From an optimization exercise on the open Yosys and OpenROAD flow, aimed at small area and few clock cycles; shortcuts taken in it are not production practice. The RTL was checked by simulation tests, not by an equivalence proof against the original design. Power is estimated from default activity; no workload was simulated.

<file path="flow/constraint.sdc">
create_clock -name core_clock -period 6.0 [get_ports {clock}]
set_input_delay 1.2000 -clock core_clock [delete_from_list [all_inputs] [get_ports {clock}]]
set_output_delay 1.2000 -clock core_clock [all_outputs]
set_load 0.01 [all_outputs]
</file>
<file path="flow/config.mk">
export PLATFORM = sky130hd
export DESIGN_NAME = fusion_sequencer_top
export DESIGN_NICKNAME = fusion_sequencer_top
export VERILOG_FILES = /design/flow/design.v
export SDC_FILE = /design/flow/constraint.sdc
export NUM_CORES = 4
export LEC_CHECK = 0
export CAP_MARGIN = 20
export CORE_MARGIN = 2
export CORE_UTILIZATION = 40
export SLEW_MARGIN = 20
</file>
<file path="flow/standard.sh">
#!/bin/bash
# synth_recipe.tcl (not shown) runs the flow's synth.tcl, then flattens the netlist and writes it again
# the make line also repeats each setting of config.mk as NAME=value (left out here)
make -C /OpenROAD-flow-scripts/flow DESIGN_CONFIG=/design/flow/config.mk WORK_HOME=/design/flow/orfs CLKGATE_MAP_FILE= SYNTH_SCRIPT=/design/flow/synth_recipe.tcl "${@:-finish}"
</file>
<file path="flow/design.v">
`default_nettype none
package fusion_pkg;
    localparam int WORD_W = 16;
    localparam int ADDR_W = 12;
    localparam logic [7:0] END_MARK = 8'hFF;
    localparam logic [1:0] PH_HDR0 = 2'd0;
    localparam logic [1:0] PH_HDR1 = 2'd1;
    localparam logic [1:0] PH_DATA = 2'd2;
    localparam logic [1:0] PH_DONE = 2'd3;
endpackage
`default_nettype wire
`timescale 1ns/1ns
`default_nettype none
module set_controller
(
    input  logic                             clock,
    input  logic                             reset,
    input  logic                             go_i,
    input  logic [fusion_pkg::WORD_W-1:0]    input_word_i,
    output logic [fusion_pkg::ADDR_W-1:0]    read_addr_o,
    output logic                             cfg_load_o,
    output logic                             data_o,
    output logic                             last_o,
    output logic                             finish_o
);
    logic                          run_q;
    logic [1:0]                    phase_q;
    logic [fusion_pkg::ADDR_W-1:0] addr_q;
    logic [7:0]                    m_cnt_q;
    logic [3:0]                    k_q;
    logic [3:0]                    k_cnt_q;
    logic                          clear;
    logic                          last_word;
    logic                          last_output;
    logic                          end_mark;
    assign clear       = reset || !go_i;
    assign end_mark    = (input_word_i[7:0] == fusion_pkg::END_MARK);
    assign last_word   = (k_cnt_q == 4'd0);
    assign last_output = (m_cnt_q == 8'd1);
    assign read_addr_o = addr_q;
    assign cfg_load_o  = run_q && (phase_q == fusion_pkg::PH_HDR1);
    assign data_o      = run_q && (phase_q == fusion_pkg::PH_DATA);
    assign last_o      = last_word;
    assign finish_o    = run_q && ((phase_q == fusion_pkg::PH_DONE) ||
                                   ((phase_q == fusion_pkg::PH_HDR0) && end_mark));
    always_ff @(posedge clock)
    begin
        if (clear)
        begin
            run_q   <= 1'b0;
            phase_q <= fusion_pkg::PH_HDR0;
            addr_q  <= '0;
        end
        else
        begin
            run_q  <= 1'b1;
            addr_q <= addr_q + 1'b1;
            if (run_q)
            begin
                case (phase_q)
                    fusion_pkg::PH_HDR0:
                        phase_q <= end_mark ? fusion_pkg::PH_DONE : fusion_pkg::PH_HDR1;
                    fusion_pkg::PH_HDR1:
                        phase_q <= (m_cnt_q == 8'd0) ? fusion_pkg::PH_HDR0 : fusion_pkg::PH_DATA;
                    fusion_pkg::PH_DATA:
                        if (last_word && last_output)
                            phase_q <= fusion_pkg::PH_HDR0;
                    default:
                        phase_q <= fusion_pkg::PH_DONE;
                endcase
            end
        end
    end
    always_ff @(posedge clock)
    begin
        if (phase_q == fusion_pkg::PH_HDR0)
            m_cnt_q <= input_word_i[7:0];
        else if ((phase_q == fusion_pkg::PH_DATA) && last_word)
            m_cnt_q <= m_cnt_q - 8'd1;
        if (phase_q == fusion_pkg::PH_HDR1)
        begin
            k_q     <= input_word_i[11:8] - 4'd1;
            k_cnt_q <= input_word_i[11:8] - 4'd1;
        end
        else if (phase_q == fusion_pkg::PH_DATA)
            k_cnt_q <= last_word ? k_q : k_cnt_q - 4'd1;
    end
endmodule
`default_nettype wire
`timescale 1ns/1ns
`default_nettype none
module brick_config
(
    input  logic                             clock,
    input  logic                             cfg_load_i,
    input  logic [fusion_pkg::WORD_W-1:0]    input_word_i,
    output logic                             p8_o,
    output logic                             p4_o
);
    always_ff @(posedge clock)
    begin
        if (cfg_load_i)
        begin
            p8_o <= input_word_i[3];
            p4_o <= input_word_i[2];
        end
    end
endmodule
`default_nettype wire
`timescale 1ns/1ns
`default_nettype none
module brick_array
(
    input  logic [15:0] a,
    input  logic [15:0] b,
    input  logic [15:0] acc,
    input  logic        p8,
    input  logic        p4,
    output logic [15:0] sum
);
    wire p2  = ~(p8 | p4);
    wire p84 = p8 | p4;
    wire p42 = ~p8;
    wire p82 = ~p4;
    wire ga_0_g842 = a[0];
    wire pp0 = ga_0_g842 & b[0];
    wire pp1 = (ga_0_g842 & b[1]) ^ p2;
    wire ga_0_g84 = a[0] & p84;
    wire pp2 = ga_0_g84 & b[2];
    wire pp3 = (ga_0_g84 & b[3]) ^ p4;
    wire ga_0_g8 = a[0] & p8;
    wire pp4 = ga_0_g8 & b[4];
    wire pp5 = ga_0_g8 & b[5];
    wire pp6 = ga_0_g8 & b[6];
    wire pp7 = ~ga_0_g8 | ~b[7];
    wire ga_1_g842 = a[1];
    wire pp8 = (ga_1_g842 & b[0]) ^ p2;
    wire pp9 = ga_1_g842 & b[1];
    wire ga_1_g84 = a[1] & p84;
    wire pp10 = ga_1_g84 & b[2];
    wire pp11 = (ga_1_g84 & b[3]) ^ p4;
    wire ga_1_g8 = a[1] & p8;
    wire pp12 = ga_1_g8 & b[4];
    wire pp13 = ga_1_g8 & b[5];
    wire pp14 = ga_1_g8 & b[6];
    wire pp15 = ~ga_1_g8 | ~b[7];
    wire ga_2_g84 = a[2] & p84;
    wire pp16 = ga_2_g84 & b[0];
    wire pp17 = ga_2_g84 & b[1];
    wire ga_2_g2 = a[2] & p2;
    wire pp18 = ga_2_g2 & b[2];
    wire pp19 = ga_2_g84 & b[2];
    wire pp20 = ~ga_2_g2 | ~b[3];
    wire pp21 = (ga_2_g84 & b[3]) ^ p4;
    wire ga_2_g8 = a[2] & p8;
    wire pp22 = ga_2_g8 & b[4];
    wire pp23 = ga_2_g8 & b[5];
    wire pp24 = ga_2_g8 & b[6];
    wire pp25 = ~ga_2_g8 | ~b[7];
    wire ga_3_g84 = a[3] & p84;
    wire pp26 = (ga_3_g84 & b[0]) ^ p4;
    wire pp27 = (ga_3_g84 & b[1]) ^ p4;
    wire ga_3_g2 = a[3] & p2;
    wire pp28 = ~ga_3_g2 | ~b[2];
    wire pp29 = (ga_3_g84 & b[2]) ^ p4;
    wire pp30 = ga_3_g2 & b[3];
    wire pp31 = ga_3_g84 & b[3];
    wire ga_3_g8 = a[3] & p8;
    wire pp32 = ga_3_g8 & b[4];
    wire pp33 = ga_3_g8 & b[5];
    wire pp34 = ga_3_g8 & b[6];
    wire pp35 = ~ga_3_g8 | ~b[7];
    wire ga_4_g8 = a[4] & p8;
    wire pp36 = ga_4_g8 & b[0];
    wire pp37 = ga_4_g8 & b[1];
    wire pp38 = ga_4_g8 & b[2];
    wire pp39 = ga_4_g8 & b[3];
    wire ga_4_g42 = a[4] & p42;
    wire pp40 = ga_4_g42 & b[4];
    wire pp41 = ga_4_g8 & b[4];
    wire pp42 = (ga_4_g42 & b[5]) ^ p2;
    wire pp43 = ga_4_g8 & b[5];
    wire ga_4_g4 = a[4] & p4;
    wire pp44 = ga_4_g4 & b[6];
    wire pp45 = ga_4_g8 & b[6];
    wire pp46 = ~ga_4_g4 | ~b[7];
    wire pp47 = ~ga_4_g8 | ~b[7];
    wire ga_5_g8 = a[5] & p8;
    wire pp48 = ga_5_g8 & b[0];
    wire pp49 = ga_5_g8 & b[1];
    wire pp50 = ga_5_g8 & b[2];
    wire pp51 = ga_5_g8 & b[3];
    wire ga_5_g42 = a[5] & p42;
    wire pp52 = (ga_5_g42 & b[4]) ^ p2;
    wire pp53 = ga_5_g8 & b[4];
    wire pp54 = ga_5_g42 & b[5];
    wire pp55 = ga_5_g8 & b[5];
    wire ga_5_g4 = a[5] & p4;
    wire pp56 = ga_5_g4 & b[6];
    wire pp57 = ga_5_g8 & b[6];
    wire pp58 = ~ga_5_g4 | ~b[7];
    wire pp59 = ~ga_5_g8 | ~b[7];
    wire ga_6_g8 = a[6] & p8;
    wire pp60 = ga_6_g8 & b[0];
    wire pp61 = ga_6_g8 & b[1];
    wire pp62 = ga_6_g8 & b[2];
    wire pp63 = ga_6_g8 & b[3];
    wire ga_6_g4 = a[6] & p4;
    wire pp64 = ga_6_g4 & b[4];
    wire pp65 = ga_6_g8 & b[4];
    wire pp66 = ga_6_g4 & b[5];
    wire pp67 = ga_6_g8 & b[5];
    wire ga_6_g2 = a[6] & p2;
    wire pp68 = ga_6_g2 & b[6];
    wire pp69 = ga_6_g4 & b[6];
    wire pp70 = ga_6_g8 & b[6];
    wire pp71 = ~ga_6_g2 | ~b[7];
    wire pp72 = ~ga_6_g4 | ~b[7];
    wire pp73 = ~ga_6_g8 | ~b[7];
    wire ga_7_g8 = a[7] & p8;
    wire pp74 = ~ga_7_g8 | ~b[0];
    wire pp75 = ~ga_7_g8 | ~b[1];
    wire pp76 = ~ga_7_g8 | ~b[2];
    wire pp77 = ~ga_7_g8 | ~b[3];
    wire ga_7_g4 = a[7] & p4;
    wire pp78 = ~ga_7_g4 | ~b[4];
    wire pp79 = ~ga_7_g8 | ~b[4];
    wire pp80 = ~ga_7_g4 | ~b[5];
    wire pp81 = ~ga_7_g8 | ~b[5];
    wire ga_7_g2 = a[7] & p2;
    wire pp82 = ~ga_7_g2 | ~b[6];
    wire pp83 = ~ga_7_g4 | ~b[6];
    wire pp84 = ~ga_7_g8 | ~b[6];
    wire pp85 = ga_7_g2 & b[7];
    wire pp86 = ga_7_g4 & b[7];
    wire pp87 = ga_7_g8 & b[7];
    wire ga_8_g842 = a[8];
    wire pp88 = ga_8_g842 & b[8];
    wire pp89 = (ga_8_g842 & b[9]) ^ p2;
    wire ga_8_g84 = a[8] & p84;
    wire pp90 = ga_8_g84 & b[10];
    wire pp91 = (ga_8_g84 & b[11]) ^ p4;
    wire ga_8_g8 = a[8] & p8;
    wire pp92 = ga_8_g8 & b[12];
    wire pp93 = ga_8_g8 & b[13];
    wire pp94 = ga_8_g8 & b[14];
    wire pp95 = ~ga_8_g8 | ~b[15];
    wire ga_9_g842 = a[9];
    wire pp96 = (ga_9_g842 & b[8]) ^ p2;
    wire pp97 = ga_9_g842 & b[9];
    wire ga_9_g84 = a[9] & p84;
    wire pp98 = ga_9_g84 & b[10];
    wire pp99 = (ga_9_g84 & b[11]) ^ p4;
    wire ga_9_g8 = a[9] & p8;
    wire pp100 = ga_9_g8 & b[12];
    wire pp101 = ga_9_g8 & b[13];
    wire pp102 = ga_9_g8 & b[14];
    wire pp103 = ~ga_9_g8 | ~b[15];
    wire ga_10_g84 = a[10] & p84;
    wire pp104 = ga_10_g84 & b[8];
    wire pp105 = ga_10_g84 & b[9];
    wire ga_10_g2 = a[10] & p2;
    wire pp106 = ga_10_g2 & b[10];
    wire pp107 = ga_10_g84 & b[10];
    wire pp108 = ~ga_10_g2 | ~b[11];
    wire pp109 = (ga_10_g84 & b[11]) ^ p4;
    wire ga_10_g8 = a[10] & p8;
    wire pp110 = ga_10_g8 & b[12];
    wire pp111 = ga_10_g8 & b[13];
    wire pp112 = ga_10_g8 & b[14];
    wire pp113 = ~ga_10_g8 | ~b[15];
    wire ga_11_g84 = a[11] & p84;
    wire pp114 = (ga_11_g84 & b[8]) ^ p4;
    wire pp115 = (ga_11_g84 & b[9]) ^ p4;
    wire ga_11_g2 = a[11] & p2;
    wire pp116 = ~ga_11_g2 | ~b[10];
    wire pp117 = (ga_11_g84 & b[10]) ^ p4;
    wire pp118 = ga_11_g2 & b[11];
    wire pp119 = ga_11_g84 & b[11];
    wire ga_11_g8 = a[11] & p8;
    wire pp120 = ga_11_g8 & b[12];
    wire pp121 = ga_11_g8 & b[13];
    wire pp122 = ga_11_g8 & b[14];
    wire pp123 = ~ga_11_g8 | ~b[15];
    wire ga_12_g8 = a[12] & p8;
    wire pp124 = ga_12_g8 & b[8];
    wire pp125 = ga_12_g8 & b[9];
    wire pp126 = ga_12_g8 & b[10];
    wire pp127 = ga_12_g8 & b[11];
    wire ga_12_g42 = a[12] & p42;
    wire pp128 = ga_12_g42 & b[12];
    wire pp129 = ga_12_g8 & b[12];
    wire pp130 = (ga_12_g42 & b[13]) ^ p2;
    wire pp131 = ga_12_g8 & b[13];
    wire ga_12_g4 = a[12] & p4;
    wire pp132 = ga_12_g4 & b[14];
    wire pp133 = ga_12_g8 & b[14];
    wire pp134 = ~ga_12_g4 | ~b[15];
    wire pp135 = ~ga_12_g8 | ~b[15];
    wire ga_13_g8 = a[13] & p8;
    wire pp136 = ga_13_g8 & b[8];
    wire pp137 = ga_13_g8 & b[9];
    wire pp138 = ga_13_g8 & b[10];
    wire pp139 = ga_13_g8 & b[11];
    wire ga_13_g42 = a[13] & p42;
    wire pp140 = (ga_13_g42 & b[12]) ^ p2;
    wire pp141 = ga_13_g8 & b[12];
    wire pp142 = ga_13_g42 & b[13];
    wire pp143 = ga_13_g8 & b[13];
    wire ga_13_g4 = a[13] & p4;
    wire pp144 = ga_13_g4 & b[14];
    wire pp145 = ga_13_g8 & b[14];
    wire pp146 = ~ga_13_g4 | ~b[15];
    wire pp147 = ~ga_13_g8 | ~b[15];
    wire ga_14_g8 = a[14] & p8;
    wire pp148 = ga_14_g8 & b[8];
    wire pp149 = ga_14_g8 & b[9];
    wire pp150 = ga_14_g8 & b[10];
    wire pp151 = ga_14_g8 & b[11];
    wire ga_14_g4 = a[14] & p4;
    wire pp152 = ga_14_g4 & b[12];
    wire pp153 = ga_14_g8 & b[12];
    wire pp154 = ga_14_g4 & b[13];
    wire pp155 = ga_14_g8 & b[13];
    wire ga_14_g2 = a[14] & p2;
    wire pp156 = ga_14_g2 & b[14];
    wire pp157 = ga_14_g4 & b[14];
    wire pp158 = ga_14_g8 & b[14];
    wire pp159 = ~ga_14_g2 | ~b[15];
    wire pp160 = ~ga_14_g4 | ~b[15];
    wire pp161 = ~ga_14_g8 | ~b[15];
    wire ga_15_g8 = a[15] & p8;
    wire pp162 = ~ga_15_g8 | ~b[8];
    wire pp163 = ~ga_15_g8 | ~b[9];
    wire pp164 = ~ga_15_g8 | ~b[10];
    wire pp165 = ~ga_15_g8 | ~b[11];
    wire ga_15_g4 = a[15] & p4;
    wire pp166 = ~ga_15_g4 | ~b[12];
    wire pp167 = ~ga_15_g8 | ~b[12];
    wire pp168 = ~ga_15_g4 | ~b[13];
    wire pp169 = ~ga_15_g8 | ~b[13];
    wire ga_15_g2 = a[15] & p2;
    wire pp170 = ~ga_15_g2 | ~b[14];
    wire pp171 = ~ga_15_g4 | ~b[14];
    wire pp172 = ~ga_15_g8 | ~b[14];
    wire pp173 = ga_15_g2 & b[15];
    wire pp174 = ga_15_g4 & b[15];
    wire pp175 = ga_15_g8 & b[15];
    wire k4 = p84;
    wire k5 = p4;
    wire k8 = p82;
    wire s0 = acc[1] ^ pp20 ^ pp28;
    wire c0 = (acc[1] & pp20) | (acc[1] & pp28) | (pp20 & pp28);
    wire s1 = pp71 ^ pp82 ^ pp108;
    wire c1 = (pp71 & pp82) | (pp71 & pp108) | (pp82 & pp108);
    wire s2 = acc[2] ^ pp2 ^ pp9;
    wire c2 = (acc[2] & pp2) | (acc[2] & pp9) | (pp2 & pp9);
    wire s3 = pp16 ^ pp30 ^ pp44;
    wire c3 = (pp16 & pp30) | (pp16 & pp44) | (pp30 & pp44);
    wire s4 = pp54 ^ pp64 ^ pp85;
    wire c4 = (pp54 & pp64) | (pp54 & pp85) | (pp64 & pp85);
    wire s5 = acc[3] ^ pp10 ^ pp17;
    wire c5 = (acc[3] & pp10) | (acc[3] & pp17) | (pp10 & pp17);
    wire s6 = pp46 ^ pp56 ^ pp66;
    wire c6 = (pp46 & pp56) | (pp46 & pp66) | (pp56 & pp66);
    wire s7 = pp78 ^ pp98 ^ pp105;
    wire c7 = (pp78 & pp98) | (pp78 & pp105) | (pp98 & pp105);
    wire hs0 = pp134 ^ pp144;
    wire hc0 = pp134 & pp144;
    wire s8 = acc[4] ^ k4 ^ pp4;
    wire c8 = (acc[4] & k4) | (acc[4] & pp4) | (k4 & pp4);
    wire s9 = pp19 ^ pp36 ^ pp58;
    wire c9 = (pp19 & pp36) | (pp19 & pp58) | (pp36 & pp58);
    wire s10 = pp69 ^ pp80 ^ pp92;
    wire c10 = (pp69 & pp80) | (pp69 & pp92) | (pp80 & pp92);
    wire s11 = pp107 ^ pp124 ^ pp146;
    wire c11 = (pp107 & pp124) | (pp107 & pp146) | (pp124 & pp146);
    wire hs1 = pp157 ^ pp168;
    wire hc1 = pp157 & pp168;
    wire s12 = acc[5] ^ k5 ^ pp5;
    wire c12 = (acc[5] & k5) | (acc[5] & pp5) | (k5 & pp5);
    wire s13 = pp12 ^ pp37 ^ pp48;
    wire c13 = (pp12 & pp37) | (pp12 & pp48) | (pp37 & pp48);
    wire s14 = pp72 ^ pp83 ^ pp93;
    wire c14 = (pp72 & pp83) | (pp72 & pp93) | (pp83 & pp93);
    wire s15 = pp100 ^ pp125 ^ pp136;
    wire c15 = (pp100 & pp125) | (pp100 & pp136) | (pp125 & pp136);
    wire s16 = pp160 ^ pp171 ^ pp21;
    wire c16 = (pp160 & pp171) | (pp160 & pp21) | (pp171 & pp21);
    wire s17 = acc[6] ^ pp6 ^ pp13;
    wire c17 = (acc[6] & pp6) | (acc[6] & pp13) | (pp6 & pp13);
    wire s18 = pp22 ^ pp31 ^ pp38;
    wire c18 = (pp22 & pp31) | (pp22 & pp38) | (pp31 & pp38);
    wire s19 = pp49 ^ pp60 ^ pp86;
    wire c19 = (pp49 & pp60) | (pp49 & pp86) | (pp60 & pp86);
    wire s20 = pp94 ^ pp101 ^ pp110;
    wire c20 = (pp94 & pp101) | (pp94 & pp110) | (pp101 & pp110);
    wire hs2 = pp119 ^ pp126;
    wire hc2 = pp119 & pp126;
    wire s21 = acc[7] ^ pp7 ^ pp14;
    wire c21 = (acc[7] & pp7) | (acc[7] & pp14) | (pp7 & pp14);
    wire s22 = pp23 ^ pp32 ^ pp39;
    wire c22 = (pp23 & pp32) | (pp23 & pp39) | (pp32 & pp39);
    wire s23 = pp50 ^ pp61 ^ pp74;
    wire c23 = (pp50 & pp61) | (pp50 & pp74) | (pp61 & pp74);
    wire s24 = pp95 ^ pp102 ^ pp111;
    wire c24 = (pp95 & pp102) | (pp95 & pp111) | (pp102 & pp111);
    wire hs3 = pp120 ^ pp127;
    wire hc3 = pp120 & pp127;
    wire s25 = acc[8] ^ k8 ^ pp15;
    wire c25 = (acc[8] & k8) | (acc[8] & pp15) | (k8 & pp15);
    wire s26 = pp24 ^ pp33 ^ pp41;
    wire c26 = (pp24 & pp33) | (pp24 & pp41) | (pp33 & pp41);
    wire s27 = pp51 ^ pp62 ^ pp75;
    wire c27 = (pp51 & pp62) | (pp51 & pp75) | (pp62 & pp75);
    wire s28 = pp103 ^ pp112 ^ pp121;
    wire c28 = (pp103 & pp112) | (pp103 & pp121) | (pp112 & pp121);
    wire s29 = acc[9] ^ pp25 ^ pp34;
    wire c29 = (acc[9] & pp25) | (acc[9] & pp34) | (pp25 & pp34);
    wire s30 = pp43 ^ pp53 ^ pp63;
    wire c30 = (pp43 & pp53) | (pp43 & pp63) | (pp53 & pp63);
    wire s31 = pp116 ^ pp159 ^ pp170;
    wire c31 = (pp116 & pp159) | (pp116 & pp170) | (pp159 & pp170);
    wire s32 = pp1 ^ pp8 ^ pp42;
    wire c32 = (pp1 & pp8) | (pp1 & pp42) | (pp8 & pp42);
    wire s33 = pp90 ^ pp97 ^ pp104;
    wire c33 = (pp90 & pp97) | (pp90 & pp104) | (pp97 & pp104);
    wire s34 = pp118 ^ pp132 ^ pp142;
    wire c34 = (pp118 & pp132) | (pp118 & pp142) | (pp132 & pp142);
    wire s35 = pp152 ^ pp173 ^ c0;
    wire c35 = (pp152 & pp173) | (pp152 & c0) | (pp173 & c0);
    wire s36 = pp154 ^ pp166 ^ pp3;
    wire c36 = (pp154 & pp166) | (pp154 & pp3) | (pp166 & pp3);
    wire s37 = pp26 ^ pp91 ^ pp114;
    wire c37 = (pp26 & pp91) | (pp26 & pp114) | (pp91 & pp114);
    wire s38 = hs0 ^ c2 ^ c3;
    wire c38 = (hs0 & c2) | (hs0 & c3) | (c2 & c3);
    wire hs4 = c4 ^ s5;
    wire hc4 = c4 & s5;
    wire s39 = pp11 ^ pp27 ^ pp99;
    wire c39 = (pp11 & pp27) | (pp11 & pp99) | (pp27 & pp99);
    wire s40 = pp115 ^ hc0 ^ hs1;
    wire c40 = (pp115 & hc0) | (pp115 & hs1) | (hc0 & hs1);
    wire s41 = c5 ^ c6 ^ c7;
    wire c41 = (c5 & c6) | (c5 & c7) | (c6 & c7);
    wire s42 = s8 ^ s9 ^ s10;
    wire c42 = (s8 & s9) | (s8 & s10) | (s9 & s10);
    wire s43 = pp29 ^ pp109 ^ pp117;
    wire c43 = (pp29 & pp109) | (pp29 & pp117) | (pp109 & pp117);
    wire s44 = hc1 ^ c8 ^ c9;
    wire c44 = (hc1 & c8) | (hc1 & c9) | (c8 & c9);
    wire s45 = c10 ^ c11 ^ s12;
    wire c45 = (c10 & c11) | (c10 & s12) | (c11 & s12);
    wire s46 = s13 ^ s14 ^ s15;
    wire c46 = (s13 & s14) | (s13 & s15) | (s14 & s15);
    wire s47 = pp137 ^ pp148 ^ pp174;
    wire c47 = (pp137 & pp148) | (pp137 & pp174) | (pp148 & pp174);
    wire s48 = hs2 ^ c12 ^ c13;
    wire c48 = (hs2 & c12) | (hs2 & c13) | (c12 & c13);
    wire s49 = c14 ^ c15 ^ s17;
    wire c49 = (c14 & c15) | (c14 & s17) | (c15 & s17);
    wire s50 = s18 ^ s19 ^ s20;
    wire c50 = (s18 & s19) | (s18 & s20) | (s19 & s20);
    wire s51 = pp138 ^ pp149 ^ pp162;
    wire c51 = (pp138 & pp149) | (pp138 & pp162) | (pp149 & pp162);
    wire s52 = hc2 ^ hs3 ^ c17;
    wire c52 = (hc2 & hs3) | (hc2 & c17) | (hs3 & c17);
    wire s53 = c18 ^ c19 ^ c20;
    wire c53 = (c18 & c19) | (c18 & c20) | (c19 & c20);
    wire s54 = s21 ^ s22 ^ s23;
    wire c54 = (s21 & s22) | (s21 & s23) | (s22 & s23);
    wire s55 = pp129 ^ pp139 ^ pp150;
    wire c55 = (pp129 & pp139) | (pp129 & pp150) | (pp139 & pp150);
    wire s56 = pp163 ^ hc3 ^ c21;
    wire c56 = (pp163 & hc3) | (pp163 & c21) | (hc3 & c21);
    wire s57 = c22 ^ c23 ^ c24;
    wire c57 = (c22 & c23) | (c22 & c24) | (c23 & c24);
    wire s58 = s25 ^ s26 ^ s27;
    wire c58 = (s25 & s26) | (s25 & s27) | (s26 & s27);
    wire s59 = pp76 ^ pp113 ^ pp122;
    wire c59 = (pp76 & pp113) | (pp76 & pp122) | (pp113 & pp122);
    wire s60 = pp131 ^ pp141 ^ pp151;
    wire c60 = (pp131 & pp141) | (pp131 & pp151) | (pp141 & pp151);
    wire s61 = pp164 ^ c25 ^ c26;
    wire c61 = (pp164 & c25) | (pp164 & c26) | (c25 & c26);
    wire s62 = c27 ^ c28 ^ s29;
    wire c62 = (c27 & c28) | (c27 & s29) | (c28 & s29);
    wire s63 = acc[10] ^ pp35 ^ pp45;
    wire c63 = (acc[10] & pp35) | (acc[10] & pp45) | (pp35 & pp45);
    wire s64 = pp55 ^ pp65 ^ pp77;
    wire c64 = (pp55 & pp65) | (pp55 & pp77) | (pp65 & pp77);
    wire s65 = pp123 ^ pp133 ^ pp143;
    wire c65 = (pp123 & pp133) | (pp123 & pp143) | (pp133 & pp143);
    wire s66 = pp153 ^ pp165 ^ c29;
    wire c66 = (pp153 & pp165) | (pp153 & c29) | (pp165 & c29);
    wire s67 = acc[11] ^ pp47 ^ pp57;
    wire c67 = (acc[11] & pp47) | (acc[11] & pp57) | (pp47 & pp57);
    wire s68 = pp67 ^ pp79 ^ pp135;
    wire c68 = (pp67 & pp79) | (pp67 & pp135) | (pp79 & pp135);
    wire s69 = acc[0] ^ pp0 ^ pp18;
    wire c69 = (acc[0] & pp0) | (acc[0] & pp18) | (pp0 & pp18);
    wire hs5 = pp40 ^ pp68;
    wire hc5 = pp40 & pp68;
    wire s70 = pp52 ^ pp89 ^ pp96;
    wire c70 = (pp52 & pp89) | (pp52 & pp96) | (pp89 & pp96);
    wire s71 = pp130 ^ pp140 ^ s31;
    wire c71 = (pp130 & pp140) | (pp130 & s31) | (pp140 & s31);
    wire hs6 = s0 ^ s1;
    wire hc6 = s0 & s1;
    wire s72 = c31 ^ c1 ^ s33;
    wire c72 = (c31 & c1) | (c31 & s33) | (c1 & s33);
    wire s73 = s34 ^ s2 ^ s3;
    wire c73 = (s34 & s2) | (s34 & s3) | (s2 & s3);
    wire s74 = s4 ^ c32 ^ s35;
    wire c74 = (s4 & c32) | (s4 & s35) | (c32 & s35);
    wire s75 = c33 ^ c34 ^ s6;
    wire c75 = (c33 & c34) | (c33 & s6) | (c34 & s6);
    wire s76 = s7 ^ s36 ^ s37;
    wire c76 = (s7 & s36) | (s7 & s37) | (s36 & s37);
    wire s77 = c35 ^ hs4 ^ s38;
    wire c77 = (c35 & hs4) | (c35 & s38) | (hs4 & s38);
    wire s78 = s11 ^ c36 ^ c37;
    wire c78 = (s11 & c36) | (s11 & c37) | (c36 & c37);
    wire s79 = s39 ^ hc4 ^ c38;
    wire c79 = (s39 & hc4) | (s39 & c38) | (hc4 & c38);
    wire s80 = s40 ^ s41 ^ s42;
    wire c80 = (s40 & s41) | (s40 & s42) | (s41 & s42);
    wire s81 = c39 ^ s43 ^ s16;
    wire c81 = (c39 & s43) | (c39 & s16) | (s43 & s16);
    wire s82 = c40 ^ c41 ^ c42;
    wire c82 = (c40 & c41) | (c40 & c42) | (c41 & c42);
    wire s83 = s44 ^ s45 ^ s46;
    wire c83 = (s44 & s45) | (s44 & s46) | (s45 & s46);
    wire s84 = s47 ^ c43 ^ c16;
    wire c84 = (s47 & c43) | (s47 & c16) | (c43 & c16);
    wire s85 = c44 ^ c45 ^ c46;
    wire c85 = (c44 & c45) | (c44 & c46) | (c45 & c46);
    wire s86 = s48 ^ s49 ^ s50;
    wire c86 = (s48 & s49) | (s48 & s50) | (s49 & s50);
    wire s87 = c47 ^ s51 ^ s24;
    wire c87 = (c47 & s51) | (c47 & s24) | (s51 & s24);
    wire s88 = c48 ^ c49 ^ c50;
    wire c88 = (c48 & c49) | (c48 & c50) | (c49 & c50);
    wire s89 = s52 ^ s53 ^ s54;
    wire c89 = (s52 & s53) | (s52 & s54) | (s53 & s54);
    wire s90 = c51 ^ s55 ^ s28;
    wire c90 = (c51 & s55) | (c51 & s28) | (s55 & s28);
    wire s91 = c52 ^ c53 ^ c54;
    wire c91 = (c52 & c53) | (c52 & c54) | (c53 & c54);
    wire s92 = s56 ^ s57 ^ s58;
    wire c92 = (s56 & s57) | (s56 & s58) | (s57 & s58);
    wire s93 = c55 ^ s59 ^ s60;
    wire c93 = (c55 & s59) | (c55 & s60) | (s59 & s60);
    wire s94 = s30 ^ c56 ^ c57;
    wire c94 = (s30 & c56) | (s30 & c57) | (c56 & c57);
    wire s95 = c58 ^ s61 ^ s62;
    wire c95 = (c58 & s61) | (c58 & s62) | (s61 & s62);
    wire s96 = c59 ^ c60 ^ c30;
    wire c96 = (c59 & c60) | (c59 & c30) | (c60 & c30);
    wire s97 = s63 ^ s64 ^ s65;
    wire c97 = (s63 & s64) | (s63 & s65) | (s64 & s65);
    wire s98 = c61 ^ c62 ^ s66;
    wire c98 = (c61 & c62) | (c61 & s66) | (c62 & s66);
    wire s99 = pp145 ^ pp155 ^ pp167;
    wire c99 = (pp145 & pp155) | (pp145 & pp167) | (pp155 & pp167);
    wire s100 = c63 ^ c64 ^ c65;
    wire c100 = (c63 & c64) | (c63 & c65) | (c64 & c65);
    wire s101 = s67 ^ s68 ^ c66;
    wire c101 = (s67 & s68) | (s67 & c66) | (s68 & c66);
    wire s102 = acc[12] ^ pp59 ^ pp70;
    wire c102 = (acc[12] & pp59) | (acc[12] & pp70) | (pp59 & pp70);
    wire s103 = pp81 ^ pp147 ^ pp158;
    wire c103 = (pp81 & pp147) | (pp81 & pp158) | (pp147 & pp158);
    wire s104 = pp169 ^ c67 ^ c68;
    wire c104 = (pp169 & c67) | (pp169 & c68) | (c67 & c68);
    wire s105 = acc[13] ^ pp73 ^ pp84;
    wire c105 = (acc[13] & pp73) | (acc[13] & pp84) | (pp73 & pp84);
    wire s106 = pp88 ^ pp106 ^ pp128;
    wire c106 = (pp88 & pp106) | (pp88 & pp128) | (pp106 & pp128);
    wire s107 = hc5 ^ c69 ^ s70;
    wire c107 = (hc5 & c69) | (hc5 & s70) | (c69 & s70);
    wire hs7 = s32 ^ hs6;
    wire hc7 = s32 & hs6;
    wire s108 = c70 ^ hc6 ^ c71;
    wire c108 = (c70 & hc6) | (c70 & c71) | (hc6 & c71);
    wire s109 = s72 ^ s73 ^ s74;
    wire c109 = (s72 & s73) | (s72 & s74) | (s73 & s74);
    wire s110 = c72 ^ c73 ^ s75;
    wire c110 = (c72 & c73) | (c72 & s75) | (c73 & s75);
    wire s111 = s76 ^ c74 ^ s77;
    wire c111 = (s76 & c74) | (s76 & s77) | (c74 & s77);
    wire s112 = c75 ^ c76 ^ s78;
    wire c112 = (c75 & c76) | (c75 & s78) | (c76 & s78);
    wire s113 = c77 ^ s79 ^ s80;
    wire c113 = (c77 & s79) | (c77 & s80) | (s79 & s80);
    wire s114 = c78 ^ s81 ^ c79;
    wire c114 = (c78 & s81) | (c78 & c79) | (s81 & c79);
    wire s115 = c80 ^ s82 ^ s83;
    wire c115 = (c80 & s82) | (c80 & s83) | (s82 & s83);
    wire s116 = c81 ^ s84 ^ c82;
    wire c116 = (c81 & s84) | (c81 & c82) | (s84 & c82);
    wire s117 = c83 ^ s85 ^ s86;
    wire c117 = (c83 & s85) | (c83 & s86) | (s85 & s86);
    wire s118 = c84 ^ s87 ^ c85;
    wire c118 = (c84 & s87) | (c84 & c85) | (s87 & c85);
    wire s119 = c86 ^ s88 ^ s89;
    wire c119 = (c86 & s88) | (c86 & s89) | (s88 & s89);
    wire s120 = c87 ^ s90 ^ c88;
    wire c120 = (c87 & s90) | (c87 & c88) | (s90 & c88);
    wire s121 = c89 ^ s91 ^ s92;
    wire c121 = (c89 & s91) | (c89 & s92) | (s91 & s92);
    wire s122 = c90 ^ s93 ^ c91;
    wire c122 = (c90 & s93) | (c90 & c91) | (s93 & c91);
    wire s123 = s94 ^ c92 ^ s95;
    wire c123 = (s94 & c92) | (s94 & s95) | (c92 & s95);
    wire s124 = c93 ^ s96 ^ s97;
    wire c124 = (c93 & s96) | (c93 & s97) | (s96 & s97);
    wire s125 = c94 ^ c95 ^ s98;
    wire c125 = (c94 & c95) | (c94 & s98) | (c95 & s98);
    wire s126 = s99 ^ c96 ^ c97;
    wire c126 = (s99 & c96) | (s99 & c97) | (c96 & c97);
    wire s127 = s100 ^ c98 ^ s101;
    wire c127 = (s100 & c98) | (s100 & s101) | (c98 & s101);
    wire s128 = c99 ^ s102 ^ s103;
    wire c128 = (c99 & s102) | (c99 & s103) | (s102 & s103);
    wire s129 = c100 ^ s104 ^ c101;
    wire c129 = (c100 & s104) | (c100 & c101) | (s104 & c101);
    wire s130 = pp161 ^ pp172 ^ c102;
    wire c130 = (pp161 & pp172) | (pp161 & c102) | (pp172 & c102);
    wire s131 = c103 ^ s105 ^ c104;
    wire c131 = (c103 & s105) | (c103 & c104) | (s105 & c104);
    wire s132 = acc[14] ^ pp87 ^ pp175;
    wire c132 = (acc[14] & pp87) | (acc[14] & pp175) | (pp87 & pp175);
    wire hs8 = pp156 ^ hs5;
    wire hc8 = pp156 & hs5;
    wire s133 = c106 ^ s71 ^ hs7;
    wire c133 = (c106 & s71) | (c106 & hs7) | (s71 & hs7);
    wire s134 = hc7 ^ c107 ^ s108;
    wire c134 = (hc7 & c107) | (hc7 & s108) | (c107 & s108);
    wire s135 = c108 ^ s110 ^ c109;
    wire c135 = (c108 & s110) | (c108 & c109) | (s110 & c109);
    wire s136 = c110 ^ s112 ^ c111;
    wire c136 = (c110 & s112) | (c110 & c111) | (s112 & c111);
    wire s137 = c112 ^ s114 ^ c113;
    wire c137 = (c112 & s114) | (c112 & c113) | (s114 & c113);
    wire s138 = c114 ^ s116 ^ c115;
    wire c138 = (c114 & s116) | (c114 & c115) | (s116 & c115);
    wire s139 = c116 ^ s118 ^ c117;
    wire c139 = (c116 & s118) | (c116 & c117) | (s118 & c117);
    wire s140 = c118 ^ s120 ^ c119;
    wire c140 = (c118 & s120) | (c118 & c119) | (s120 & c119);
    wire s141 = c120 ^ s122 ^ c121;
    wire c141 = (c120 & s122) | (c120 & c121) | (s122 & c121);
    wire s142 = s124 ^ c122 ^ c123;
    wire c142 = (s124 & c122) | (s124 & c123) | (c122 & c123);
    wire s143 = c124 ^ s126 ^ c125;
    wire c143 = (c124 & s126) | (c124 & c125) | (s126 & c125);
    wire s144 = s128 ^ c126 ^ c127;
    wire c144 = (s128 & c126) | (s128 & c127) | (c126 & c127);
    wire s145 = c128 ^ s130 ^ s131;
    wire c145 = (c128 & s130) | (c128 & s131) | (s130 & s131);
    wire s146 = c105 ^ s132 ^ c130;
    wire c146 = (c105 & s132) | (c105 & c130) | (s132 & c130);
    wire hs9 = s106 ^ s69;
    wire hc9 = s106 & s69;
    wire s147 = hc8 ^ s107 ^ s133;
    wire c147 = (hc8 & s107) | (hc8 & s133) | (s107 & s133);
    wire s148 = c133 ^ s134 ^ s109;
    wire c148 = (c133 & s134) | (c133 & s109) | (s134 & s109);
    wire s149 = c134 ^ s111 ^ s135;
    wire c149 = (c134 & s111) | (c134 & s135) | (s111 & s135);
    wire s150 = s113 ^ c135 ^ s136;
    wire c150 = (s113 & c135) | (s113 & s136) | (c135 & s136);
    wire s151 = s115 ^ c136 ^ s137;
    wire c151 = (s115 & c136) | (s115 & s137) | (c136 & s137);
    wire s152 = s117 ^ c137 ^ s138;
    wire c152 = (s117 & c137) | (s117 & s138) | (c137 & s138);
    wire s153 = s119 ^ c138 ^ s139;
    wire c153 = (s119 & c138) | (s119 & s139) | (c138 & s139);
    wire s154 = s121 ^ c139 ^ s140;
    wire c154 = (s121 & c139) | (s121 & s140) | (c139 & s140);
    wire s155 = s123 ^ c140 ^ s141;
    wire c155 = (s123 & c140) | (s123 & s141) | (c140 & s141);
    wire s156 = s125 ^ c141 ^ s142;
    wire c156 = (s125 & c141) | (s125 & s142) | (c141 & s142);
    wire s157 = s127 ^ c142 ^ s143;
    wire c157 = (s127 & c142) | (s127 & s143) | (c142 & s143);
    wire s158 = s129 ^ c143 ^ s144;
    wire c158 = (s129 & c143) | (s129 & s144) | (c143 & s144);
    wire s159 = c129 ^ s145 ^ c144;
    wire c159 = (c129 & s145) | (c129 & c144) | (s145 & c144);
    wire s160 = c131 ^ s146 ^ c145;
    wire c160 = (c131 & s146) | (c131 & c145) | (s146 & c145);
    wire s161 = acc[15] ^ c132 ^ c146;
    wire [15:0] row0 = {c160, c159, c158, c157, c156, c155, c154, c153, c152, c151, c150, c149, c148, c147, hc9, hs9};
    wire [15:0] row1 = {s161, s160, s159, s158, s157, s156, s155, s154, s153, s152, s151, s150, s149, s148, s147, hs8};
    assign sum = row0 + row1;
endmodule
`default_nettype wire
`timescale 1ns/1ns
`default_nettype none
module output_accumulator
(
    input  logic                             clock,
    input  logic                             reset,
    input  logic                             go_i,
    input  logic                             data_i,
    input  logic                             last_i,
    input  logic [fusion_pkg::WORD_W-1:0]    sum_i,
    output logic [fusion_pkg::WORD_W-1:0]    acc_o,
    output logic [fusion_pkg::ADDR_W-1:0]    out_addr_o,
    output logic [fusion_pkg::WORD_W-1:0]    out_data_o,
    output logic                             out_write_o
);
    logic [fusion_pkg::WORD_W-1:0] acc_q;
    logic [fusion_pkg::ADDR_W-1:0] addr_q;
    logic                          write_q;
    logic                          cont_q;
    assign acc_o = cont_q ? acc_q : '0;
    always_ff @(posedge clock)
    begin
        acc_q  <= sum_i;
        cont_q <= data_i && !last_i;
        if (reset || !go_i)
        begin
            addr_q  <= '0;
            write_q <= 1'b0;
        end
        else
        begin
            write_q <= data_i && last_i;
            addr_q  <= addr_q + {11'd0, write_q};
        end
    end
    assign out_addr_o  = addr_q;
    assign out_data_o  = acc_q;
    assign out_write_o = write_q;
endmodule
`default_nettype wire
`timescale 1ns/1ns
`default_nettype none
module fusion_sequencer_top
(
    input  logic        clock,
    input  logic        reset,
    input  logic        go_i,
    input  logic [15:0] input_word_i,
    input  logic [15:0] weight_word_i,
    output logic [11:0] input_addr_o,
    output logic [11:0] weight_addr_o,
    output logic [11:0] out_addr_o,
    output logic [15:0] out_data_o,
    output logic        out_write_o,
    output logic        finish_o
);
    logic [fusion_pkg::ADDR_W-1:0] read_addr;
    logic                          cfg_load;
    logic                          data;
    logic                          last;
    logic                          p8;
    logic                          p4;
    logic [fusion_pkg::WORD_W-1:0] acc;
    logic [fusion_pkg::WORD_W-1:0] sum;
    assign input_addr_o  = read_addr;
    assign weight_addr_o = read_addr;
    set_controller set_controller_inst (
        .clock        (clock),
        .reset        (reset),
        .go_i         (go_i),
        .input_word_i (input_word_i),
        .read_addr_o  (read_addr),
        .cfg_load_o   (cfg_load),
        .data_o       (data),
        .last_o       (last),
        .finish_o     (finish_o)
    );
    brick_config brick_config_inst (
        .clock        (clock),
        .cfg_load_i   (cfg_load),
        .input_word_i (input_word_i),
        .p8_o         (p8),
        .p4_o         (p4)
    );
    brick_array brick_array_inst (
        .a   (input_word_i),
        .b   (weight_word_i),
        .acc (acc),
        .p8  (p8),
        .p4  (p4),
        .sum (sum)
    );
    output_accumulator output_accumulator_inst (
        .clock       (clock),
        .reset       (reset),
        .go_i        (go_i),
        .data_i      (data),
        .last_i      (last),
        .sum_i       (sum),
        .acc_o       (acc),
        .out_addr_o  (out_addr_o),
        .out_data_o  (out_data_o),
        .out_write_o (out_write_o)
    );
endmodule
`default_nettype wire
</file>
<file path="flow/flow/run.sh">
#!/bin/bash
# The standard layout, except that Yosys's generic synthesis skips its quick
# ABC pass (synth -noabc), so that extract_fa still sees the adder tree as
# written and maps it to full adders without inverters between them. The
# technology-mapping ABC pass later in the script runs as usual.
set -euo pipefail
sed 's/yosys synth -nofsm -noshare /yosys synth -nofsm -noshare -noabc /' synth_recipe.tcl > flow_synth.tcl
grep -q -- '-noabc' flow_synth.tcl
sed "s#SYNTH_SCRIPT=[^ ]*#SYNTH_SCRIPT=$PWD/flow_synth.tcl#" standard.sh > flow_standard.sh
# Port buffers: a plain buf_2 on each input and output port
export BUFFER_PORTS_ARGS="-buffer_cell sky130_fd_sc_hd__buf_2"
bash flow_standard.sh > flow_standard.log 2>&1
</file>
==> results of run 1 <==
layer usage:
layer  GRT usage  part of all wire  up-vias
met2       0.342              0.48      203
li1            -                 -     2827
met4      0.0709             0.028        0
met5           0                 0        -
met3      0.0301             0.050       30
met1       0.300              0.44     3160
layout make-up:
cell class / instances / area, µm² / area share
well taps: 270 / 338 / 0.0356
clock inverters: 7 / 46.3 / 0.00488
flip-flops and latches: 63 / 1440 / 0.152
inverters: 20 / 75.1 / 0.00791
clock buffers: 9 / 225 / 0.0237
multi-input cells: 639 / 6360 / 0.670
repair buffers: 156 / 1000 / 0.106
diodes: 1 / 2.50 / 0.000264
synthesized netlist by cell type, types with 2 or more instances:
| cell | number |
|---|---|
| buf_4 | 12 |
| and3b_1 | 2 |
| ha_1 | 36 |
| or3_1 | 5 |
| buf_1 | 7 |
| clkbuf_1 | 45 |
| a211oi_1 | 3 |
| nor2b_1 | 3 |
| edfxtp_1 | 18 |
| nand2b_1 | 2 |
| a21o_1 | 9 |
| inv_1 | 20 |
| mux2_2 | 14 |
| fa_1 | 162 |
| nor3_1 | 6 |
| o211a_1 | 2 |
| nor2_1 | 41 |
| xor2_1 | 18 |
| nand3_1 | 40 |
| o21bai_1 | 2 |
| nand4_1 | 2 |
| dfxtp_1 | 45 |
| and2_1 | 25 |
| and3_1 | 104 |
| o211ai_1 | 4 |
| a21oi_1 | 27 |
| o21a_1 | 3 |
| o21ai_0 | 19 |
| xnor2_1 | 27 |
| nand2_1 | 66 |
report_power, final:
| part | switching [mW] | internal [mW] |
|---|---|---|
| combinational | 1.45 | 1.42 |
| sequential | 0.0465 | 0.551 |
| clock | 0.213 | 0.280 |
| total | 1.71 | 2.25 |
stage by stage:
step,hold slack (ps),area [µm²],cells,TNS (ps)
6_report,469,9490,1165,0
4_1_cts,477,9490,1164,0
5_1_grt,522,9490,1165,0
3_3_place_gp,456,9220,1148,-196
2_1_floorplan,469,8170,786,0
3_5_place_dp,462,9220,1148,-475
critical path, stage by stage:
cell      delay (ps)
clkbuf_4         180
buf_4            160
and3_1           170
fa_1             420
fa_1             490
fa_1             530
fa_1             470
fa_1             500
fa_1             490
ha_1             370
and3_1           200
a221oi_2         230
buf_4            180
o211ai_1         110
a31oi_1          210
xnor2_1          130
flip-flops by register name, summed over array words and instances, names as in the netlist:
register / flops
brick_config_inst.p4_o: 1
brick_config_inst.p8_o: 1
output_accumulator_inst.acc_q: 16
output_accumulator_inst.addr_q: 12
output_accumulator_inst.cont_q: 1
output_accumulator_inst.write_q: 1
set_controller_inst.addr_q: 12
set_controller_inst.k_cnt_q: 4
set_controller_inst.k_q: 4
set_controller_inst.m_cnt_q: 8
set_controller_inst.phase_q: 2
set_controller_inst.run_q: 1
worst paths after layout:
path                                      start                           endpoint  slack, ps  cells past startpoint
setup / recovery               weight_word_i[6]  output_accumulator_inst.acc_q[14]        220                     16
hold / removal    set_controller_inst.addr_q[0]      set_controller_inst.addr_q[0]        470                      1
setup reg to reg         brick_config_inst.p8_o  output_accumulator_inst.acc_q[14]        410                     16
hold reg to reg   set_controller_inst.addr_q[0]      set_controller_inst.addr_q[0]        470                      1
cell families (layout without fill, tap and decap cells):
family                     after synthesis  after routing  share of synthesized area
and+or+nand+nor                        304            304                      0.197
adders and majority gates              198            198                      0.452
muxes                                   15             15                     0.0205
DFF                                     63             63                      0.177
xor gates and xnor gates                46             46                     0.0510
AOI/OAI and AO/OA                       76             76                     0.0584
buffers and inverters                   84            192                     0.0441
other                                    0              1                          0
timing repair:
item | in CTS | in global routing
resized for setup | 0 | 1
setup buffers | 0 | 0
endpoints found under the setup margin | 0 | 3
==> impl_metrics.py, run 1 <==
metrics = {
    "sta": {
        "relSlewSlack": 0.562,
        "worst_slew_pin_slew_ps": 656,
        "setup_violations": 0,
        "fin_crit_sh": 0.964,
        "fmax_mhz": 173,
        "final_max_slew_viol_count": 0,
        "hold_violations": 0,
        "rsz0062_at_grt": "yes",
        "fin_skew_ps": 8.16,
        "period_minus_slack_ps": 5780,
        "postLayoutSetupSlackWorst_ps": 216,
    },
    "logic_synthesis": {
        "async_flop_share": 0,
        "synth_fp_nets": 1019,
        "yosys_warnings": 3,
        "ys_types": 47,
        "synthesis.area_um2": 8160,
        "ys_seq_elements": 63,
        "syn_inst": 786,
        "synth_area_leader_cell": "fa_1",
        "synth-edff-count": 18,
        "synth.top_cell.area_share": 0.397,
        "ys.flop_type": "dfxtp_1",
        "syn_area_per_cell_um2": 10.4,
        "synth_area_leaders": "fa_1 (40%), dfxtp_1 (11%), and3_1 (8.0%)",
        "yosysSeqAreaShare": 0.177,
    },
    "grt": {
        "grt_antenna_before_repair": 1,
        "grt_first_pass_wirelength_mm": 35.5,
        "grt_max_degree": 94,
        "overflow": 0,
        "grtUsageTotal": 0.213,
        "grt_pass1_vias": 6538,
    },
    "clock_network": {
        "cts_buffer_depth": 2,
        "cts_hold_buf": 0,
        "clock-sinks": 63,
        "h-tree-depth": 3,
        "path_clk_slew_ps": 60,
        "worst_skew_pair.late_latency_ps": 340,
        "root_buffer": "clkbuf_16",
        "cts_tree": "yes",
        "cts_made_buffers": 9,
    },
    "final_layout": {
        "drive_above_1_share": 0.217,
        "nFillCells": 1880,
        "area_growth_syn_to_layout_pct": 16.3,
        "fin_util": 0.472,
        "final_common_cell": "fa_1",
        "layout_common_cells": "fa_1 (162), and3_1 (104), buf_2 (87), nand2_1 (66), buf_4 (64)",
        "final_nets": 1122,
    },
    "run_status": {
        "status": "complete, no violations",
    },
    "pwr": {
        "p_leak_nw": 4.45,
        "vdd_ir_drop_max_uv": 497,
        "powerDensity_nw_per_um2": 417,
        "report.power.total_mw": 3.96,
    },
    "routing": {
        "route.detailed.drc": 0,
        "vias": 6220,
        "drt_iter0_drc": 375,
        "drtPass1Iterations": 7,
        "final_antenna_net_count": 0,
        "wire_per_inst_um": 18.9,
        "post_drt_via_cell_ratio": 5.34,
        "drt_wl_total_mm": 22.0,
    },
    "placed_design": {
        "pre_cts_slack_ps": -154,
        "numPortBuffers": 88,
        "gp_congestion": 0.854,
        "dp_hpwl_mm": 18.2,
    },
    "floorplan": {
        "rows": 52,
        "die_y_um": 147,
        "die_w_um": 147,
        "core-area_um2": 20100,
        "ios": 89,
        "start_util": 0.406,
        "die-area_um2": 21600,
    },
    "worst_setup_path": {
        "worstSetupStartpointType": "input port",
        "critical_path_class": "in2reg",
        "worstPathArrival_ps": 6050,
        "crit_fanout": 13,
        "worstPathRequired_ps": 6270,
        "cp-end-kind": "flop",
    },
    "run": {
        "cap_violations": 0,
    },
    "worst_hold_path": {
        "hold_path_class": "reg2reg",
    },
}
Testbench counts, summed over its fixed seeds: cycles 26,114.
==> inputs of run 2 (changes only) <==
--- a/flow/config.mk
+++ b/flow/config.mk
@@ -6,4 +6,5 @@
 export NUM_CORES = 4
 export LEC_CHECK = 0
+export ABC_AREA = 1
 export CAP_MARGIN = 20
 export CORE_MARGIN = 2
==> impl_metrics.py, run 2 <==
metrics = {
    "run_status": {
        "status": "complete, no violations",
    },
    "sta": {
        "fin_crit_sh": 0.947,
        "final_max_slew_viol_count": 0,
        "worst_slew_pin_slew_ps": 613,
        "period_minus_slack_ps": 5680,
        "fin_skew_ps": 9.12,
        "rsz0062_at_grt": "no",
        "postLayoutSetupSlackWorst_ps": 321,
        "relSlewSlack": 0.591,
        "fmax_mhz": 176,
        "setup_violations": 0,
        "hold_violations": 0,
    },
    "final_layout": {
        "regMostFlops": "output_accumulator_inst.acc_q",
        "multi_input_area_um2": 6170,
        "fin_util": 0.470,
        "area_growth_syn_to_layout_pct": 15.1,
        "layout_common_cells": "nand2_1 (188), fa_1 (162), nor2_1 (137), inv_1 (126), buf_2 (89)",
        "diodes": 0,
        "fin_area_um2": 9540,
        "final_nets": 1301,
        "seq_area_um2": 1440,
        "nFillCells": 2019,
        "drive_above_1_share": 0.144,
        "finalNonFillerCells": 1343,
        "final_common_cell": "nand2_1",
        "largest_reg_flops": 16,
        "largest_registers": "output_accumulator_inst.acc_q (16), output_accumulator_inst.addr_q (12), set_controller_inst.addr_q (12)",
    },
    "clock_network": {
        "cts_made_buffers": 9,
        "cts_buffer_depth": 2,
        "h-tree-depth": 3,
        "postCtsSetupBuffers": 0,
        "ctsResizeCount": 0,
        "clock-sinks": 63,
        "cts_tree": "yes",
        "root_buffer": "clkbuf_16",
        "cts_hold_buf": 0,
        "worst_skew_pair.late_latency_ps": 340,
        "path_clk_slew_ps": 60,
    },
    "worst_setup_path": {
        "cpMaxStageDelayCell": "fa_1",
        "crit_fanout": 7,
        "crit_chain": "buf_2 > clkinvlp_4 > nor2_1 > fa_1 > fa_1 > fa_1 > fa_1 > fa_1 > fa_1 > ha_1 > nand2_1 > inv_1 > a21oi_1 > nand2_1 > nand2_1 > nand2_1 > nand2_1 > nand2_1",
        "worstSetupStartpointType": "input port",
        "critical_path_class": "in2reg",
        "cp-end-kind": "flop",
        "slowest_delay_ps": 580,
        "worstPathRequired_ps": 6250,
        "worstPathArrival_ps": 5930,
    },
    "logic_synthesis": {
        "synth-edff-count": 18,
        "syn_inst": 958,
        "synth_fp_nets": 1191,
        "ys_types": 35,
        "synth_area_leader_cell": "fa_1",
        "yosys.cell_count.top_type": "nand2_1",
        "ys_seq_elements": 63,
        "ys_top_cells_by_count": "nand2_1 (188), fa_1 (162), nor2_1 (137), inv_1 (126), nand3_1 (74)",
        "ys.flop_type": "dfxtp_1",
        "syn_area_per_cell_um2": 8.65,
        "synth.top_cell.area_share": 0.391,
        "synthesis.area_um2": 8280,
        "yosysSeqAreaShare": 0.174,
        "async_flop_share": 0,
        "synth_area_leaders": "fa_1 (39%), dfxtp_1 (11%), nand2_1 (8.5%)",
        "yosys_warnings": 3,
    },
    "placed_design": {
        "placed_cells": 1326,
        "dp_hpwl_mm": 20.8,
        "numPortBuffers": 88,
        "pre_cts_slack_ps": -111,
        "placed_area_um2": 9180,
        "gp_congestion": 0.951,
    },
    "routing": {
        "wire_per_inst_um": 18.0,
        "final_antenna_net_count": 0,
        "route.detailed.drc": 0,
        "post_drt_via_cell_ratio": 5.06,
        "drt_wl_total_mm": 24.2,
        "drt_iter0_drc": 543,
        "vias": 6791,
        "drtPass1Iterations": 5,
    },
    "run": {
        "cap_violations": 0,
    },
    "grt": {
        "grtUsageTotal": 0.231,
        "grt_first_pass_wirelength_mm": 38.2,
        "overflow": 0,
        "grt_antenna_before_repair": 0,
        "grt_pass1_vias": 6832,
        "grt_max_degree": 18,
    },
    "pwr": {
        "vdd_ir_drop_max_uv": 441,
        "powerDensity_nw_per_um2": 429,
        "p_leak_nw": 4.62,
    },
    "floorplan": {
        "die-area_um2": 21900,
        "ios": 89,
        "die_y_um": 148,
        "die_w_um": 148,
        "core-area_um2": 20300,
        "rows": 52,
        "start_util": 0.408,
    },
    "worst_hold_path": {
        "hold_path_class": "reg2reg",
    },
}
==> run 2: kinds of logic (layout without fill, tap and decap cells) <==
| group | after synthesis | count (layout) | share of synthesized area |
|---|---|---|---|
| adders and majority gates | 198 | 198 | 0.446 |
| AOI/OAI and AO/OA | 58 | 58 | 0.0370 |
| DFF | 63 | 63 | 0.174 |
| xor gates and xnor gates | 35 | 35 | 0.0370 |
| buffers and inverters | 162 | 277 | 0.0814 |
| and+or+nand+nor | 442 | 442 | 0.225 |
==> run 2: critical path: cells and delay by family <==
kind	cells	cell delay (ps)
and+or+nand+nor	7	770
adders and majority gates	7	3340
AOI/OAI and AO/OA	1	140
buffers and inverters	3	460
==> run 2: power by group <==
group / switching [mW] / internal [mW] / total (mW)
Clock: 0.229 / 0.395 / 0.625
Sequential: 0.0390 / 0.548 / 0.587
Combinational: 1.76 / 1.12 / 2.88
Total: 2.03 / 2.06 / 4.09
==> run 2: routing by layer <==
layer | vias up | part of all wire | track usage
li1 | 3198 | - | -
met2 | 252 | 0.46 | 0.357
met1 | 3305 | 0.44 | 0.333
met5 | - | 0 | 0
met4 | 0 | 0.023 | 0.0600
met3 | 36 | 0.077 | 0.0463
==> run 2: metrics by stage <==
step	power [mW]	setup TNS (ps)	hold slack (ps)
2_1_floorplan	2.67	0	471
3_3_place_gp	3.44	-79.3	456
3_5_place_dp	3.46	-319	463
4_1_cts	4.10	0	474
5_1_grt	4.54	0	511
6_report	4.09	0	471
==> run 2: worst paths after layout <==
kind / to / startpoint / cells after the start / slack (ps)
setup / recovery: output_accumulator_inst.acc_q[15] / weight_word_i[5] / 18 / 320
hold / removal: set_controller_inst.addr_q[11] / set_controller_inst.addr_q[11] / 2 / 470
setup reg to reg: output_accumulator_inst.acc_q[15] / brick_config_inst.p8_o / 18 / 440
hold reg to reg: set_controller_inst.addr_q[11] / set_controller_inst.addr_q[11] / 2 / 470
==> run 2: area by class of cell <==
| cell class | instances | area share |
|---|---|---|
| clock buffer | 10 | 0.0262 |
| clock inverter | 6 | 0.00997 |
| inverter | 132 | 0.0523 |
| multi-input combinational | 733 | 0.647 |
| sequential | 63 | 0.151 |
| tap | 270 | 0.0354 |
| timing repair buffer | 129 | 0.0782 |
==> inputs of run 3 (changes only) <==
--- a/flow/config.mk
+++ b/flow/config.mk
@@ -6,7 +6,6 @@
 export NUM_CORES = 4
 export LEC_CHECK = 0
-export ABC_AREA = 1
 export CAP_MARGIN = 20
 export CORE_MARGIN = 2
-export CORE_UTILIZATION = 40
+export CORE_UTILIZATION = 60
 export SLEW_MARGIN = 20
==> impl_metrics.py, run 3 <==
metrics = {
    "grt": {
        "grt_antenna_before_repair": 0,
        "grt_first_pass_wirelength_mm": 35.4,
        "overflow": 0,
        "grt_max_degree": 94,
        "grt_pass1_vias": 6762,
        "grtUsageTotal": 0.325,
    },
    "logic_synthesis": {
        "synth.top_cell.area_share": 0.397,
        "async_flop_share": 0,
        "syn_area_per_cell_um2": 10.4,
        "ys.flop_type": "dfxtp_1",
        "synthesis.area_um2": 8160,
        "synth-edff-count": 18,
        "ys_seq_elements": 63,
        "syn_inst": 786,
        "ys_types": 47,
        "synth_area_leader_cell": "fa_1",
        "yosysSeqAreaShare": 0.177,
        "yosys_warnings": 3,
        "yosys.cell_count.top_type": "fa_1",
        "synth_area_leaders": "fa_1 (40%), dfxtp_1 (11%), and3_1 (8.0%)",
        "synth_fp_nets": 1019,
        "ys_top_cells_by_count": "fa_1 (162), and3_1 (104), nand2_1 (66), clkbuf_1 (45), dfxtp_1 (45)",
    },
    "run": {
        "cap_violations": 0,
    },
    "routing": {
        "vias": 6381,
        "route.detailed.drc": 0,
        "drt_iter0_drc": 585,
        "drt_wl_total_mm": 22.0,
        "drtPass1Iterations": 5,
        "final_antenna_net_count": 0,
        "post_drt_via_cell_ratio": 6.09,
        "wire_per_inst_um": 21.0,
    },
    "sta": {
        "worst_slew_pin_slew_ps": 1010,
        "final_max_slew_viol_count": 0,
        "hold_slack_ps": 483,
        "period_minus_slack_ps": 5740,
        "relSlewSlack": 0.325,
        "rsz0062_at_grt": "no",
        "setup_violations": 0,
        "hold_violations": 0,
        "fin_crit_sh": 0.957,
        "postLayoutSetupSlackWorst_ps": 257,
        "fmax_mhz": 174,
        "fin_skew_ps": 14.3,
    },
    "floorplan": {
        "core-area_um2": 13200,
        "die_y_um": 121,
        "rows": 42,
        "die-area_um2": 14600,
        "die_w_um": 121,
        "ios": 89,
        "start_util": 0.616,
    },
    "clock_network": {
        "worst_skew_pair.late_latency_ps": 350,
        "path_clk_slew_ps": 70,
        "cts_hold_buf": 0,
        "ctsResizeCount": 0,
        "cts_tree": "yes",
        "postCtsSetupBuffers": 0,
        "cts_buffer_depth": 2,
        "cts_made_buffers": 9,
        "h-tree-depth": 3,
        "root_buffer": "clkbuf_16",
        "clock-sinks": 63,
    },
    "final_layout": {
        "final_nets": 1100,
        "largest_reg_flops": 16,
        "final_common_cell": "fa_1",
        "area_growth_syn_to_layout_pct": 12.7,
        "diodes": 0,
        "layout_common_cells": "fa_1 (162), and3_1 (104), buf_2 (88), nand2_1 (66)",
        "largest_registers": "output_accumulator_inst.acc_q (16), output_accumulator_inst.addr_q (12), set_controller_inst.addr_q (12)",
        "fin_util": 0.695,
        "drive_above_1_share": 0.200,
        "regMostFlops": "output_accumulator_inst.acc_q",
    },
    "pwr": {
        "switching_power_mw": 1.74,
        "vdd_ir_drop_max_uv": 515,
        "pwr-share-seq": 0.152,
        "powerDensity_nw_per_um2": 426,
        "p_leak_nw": 4.34,
        "report.power.total_mw": 3.92,
        "p_int_mw": 2.18,
        "switching_share": 0.444,
        "power_frac_clock": 0.140,
        "power_frac_comb": 0.708,
    },
    "worst_setup_path": {
        "worstSetupStartpointType": "input port",
        "crit_fanout": 10,
        "crit_family": "adder cells",
        "cp_num_buf_inv": 1,
        "cp-end-kind": "flop",
        "crit_path_frequent_cell": "fa_1",
        "critical_path_class": "in2reg",
        "slowest_delay_ps": 580,
        "path_depth": 14,
        "worstPathArrival_ps": 6000,
        "cpMaxStageDelayCell": "fa_1",
        "crit_chain": "buf_2 > nand3_1 > fa_1 > fa_1 > fa_1 > fa_1 > fa_1 > fa_1 > ha_1 > o21a_1 > o2111ai_1 > o211ai_1 > and2_1 > a211oi_1",
        "worstPathRequired_ps": 6260,
        "reg2reg_depth": 15,
    },
    "placed_design": {
        "dp_hpwl_mm": 17.6,
        "numPortBuffers": 88,
        "pre_cts_slack_ps": -77.5,
        "gp_congestion": 0.975,
    },
    "worst_hold_path": {
        "hold_path_class": "reg2reg",
        "holdPathStages": 1,
    },
    "run_status": {
        "status": "complete, no violations",
    },
}
[run 3: worst paths after layout]
kind / startpoint / endpoint / slack [ps]
max reg2reg: brick_config_inst.p8_o / output_accumulator_inst.acc_q[15] / 440
min reg2reg: set_controller_inst.addr_q[0] / set_controller_inst.addr_q[0] / 480
max: weight_word_i[7] / output_accumulator_inst.acc_q[15] / 260
min: set_controller_inst.addr_q[0] / set_controller_inst.addr_q[0] / 480
[run 3: cell type report]
cell class / instances / area (µm²)
multi-input cells: 639 / 6370
fillers: 1060 / 4040
flip-flops and latches: 63 / 1440
repair buffers: 134 / 798
clock buffers: 9 / 225
well taps: 176 / 220
inverters: 20 / 75.1
clock inverters: 7 / 72.6
[run 3: routing by layer]
metal  up-vias  wire length [µm]  share of wire  track usage
met2       314             10900           0.50        0.532
li1       2795                 -              -            -
met4         0               789          0.036        0.120
met3        68              1940          0.088       0.0585
met5         -                 0              0            0
met1      3204              8380           0.38        0.436
[run 3: logic make-up (layout without fill, tap and decap cells)]
| kind of cell | count (synthesis) | in the layout | synth area share |
|---|---|---|---|
| XOR/XNOR | 46 | 46 | 0.0510 |
| AO/OA/AOI/OAI | 76 | 76 | 0.0584 |
| flip-flops | 63 | 63 | 0.177 |
| adder cells (fa/ha/maj) | 198 | 198 | 0.452 |
| multiplexers | 15 | 15 | 0.0205 |
| AND/OR/NAND/NOR | 304 | 304 | 0.197 |
| buffers and inverters | 84 | 170 | 0.0441 |
[run 3: worst reg2reg max path: cells and delay by family, from the launching register on]
family,cells,cell delay (ps)
AOI/OAI and AO/OA,4,870
adders and majority gates,7,3300
buffers and inverters,1,230
DFF,1,440
and+or+nand+nor,3,650
[run 3: power by group through the flow]
| stage | combinational [mW] | clock (mW) | sequential (mW) |
|---|---|---|---|
| finish | 2.78 | 0.547 | 0.597 |
| global route | 3.15 | 0.572 | 0.605 |
| global placement | 2.65 | 0 | 0.601 |
| CTS | 2.77 | 0.555 | 0.597 |
| floorplan | 1.94 | 0 | 0.618 |
| detailed placement | 2.74 | 0 | 0.603 |
[run 3: through the flow]
| step | TNS (ps) | cell area, µm² | instances |
|---|---|---|---|
| global placement | -12.8 | 8900 | 1032 |
| global route | 0 | 9200 | 1048 |
| finish | 0 | 9200 | 1048 |
| CTS | 0 | 9200 | 1048 |
| floorplan | 0 | 8170 | 786 |
| detailed placement | -207 | 8900 | 1032 |

-- port drivers added, routing unchanged --
The results above use ideal ports. As a check the final layouts listed here were re-extracted and re-timed, cells and wires unchanged. Step 1 (the two cells are an assumption about what drives the block):
set clk [get_ports {clock}]
set_driving_cell -lib_cell sky130_fd_sc_hd__clkbuf_16 $clk
set_driving_cell -lib_cell sky130_fd_sc_hd__buf_2 [delete_from_list [all_inputs] $clk]
Step 2 also shifts input and output timing later by t, the mid clock arrival at the registers, as if the neighbouring blocks saw the same clock. Three values: ideal ports, drivers, drivers and shift; two values: the first two.
run | t (ns) | setup WS [ns] | latest minus earliest clock arrival (ns)
run 1 | 0.379 | 0.216 / 0.238 / -0.140 | 0.009 / 0.009
run 2 | 0.387 | 0.321 / 0.325 / -0.062 | 0.011 / 0.011
run 3 | 0.385 | 0.257 / 0.271 / -0.114 | 0.014 / 0.014
Met with ideal ports but missed after step 2: setup timing in every run listed. The setup slack of run 2, which loses most, moves by +0.004 ns with the drivers and by -0.383 ns with both steps.
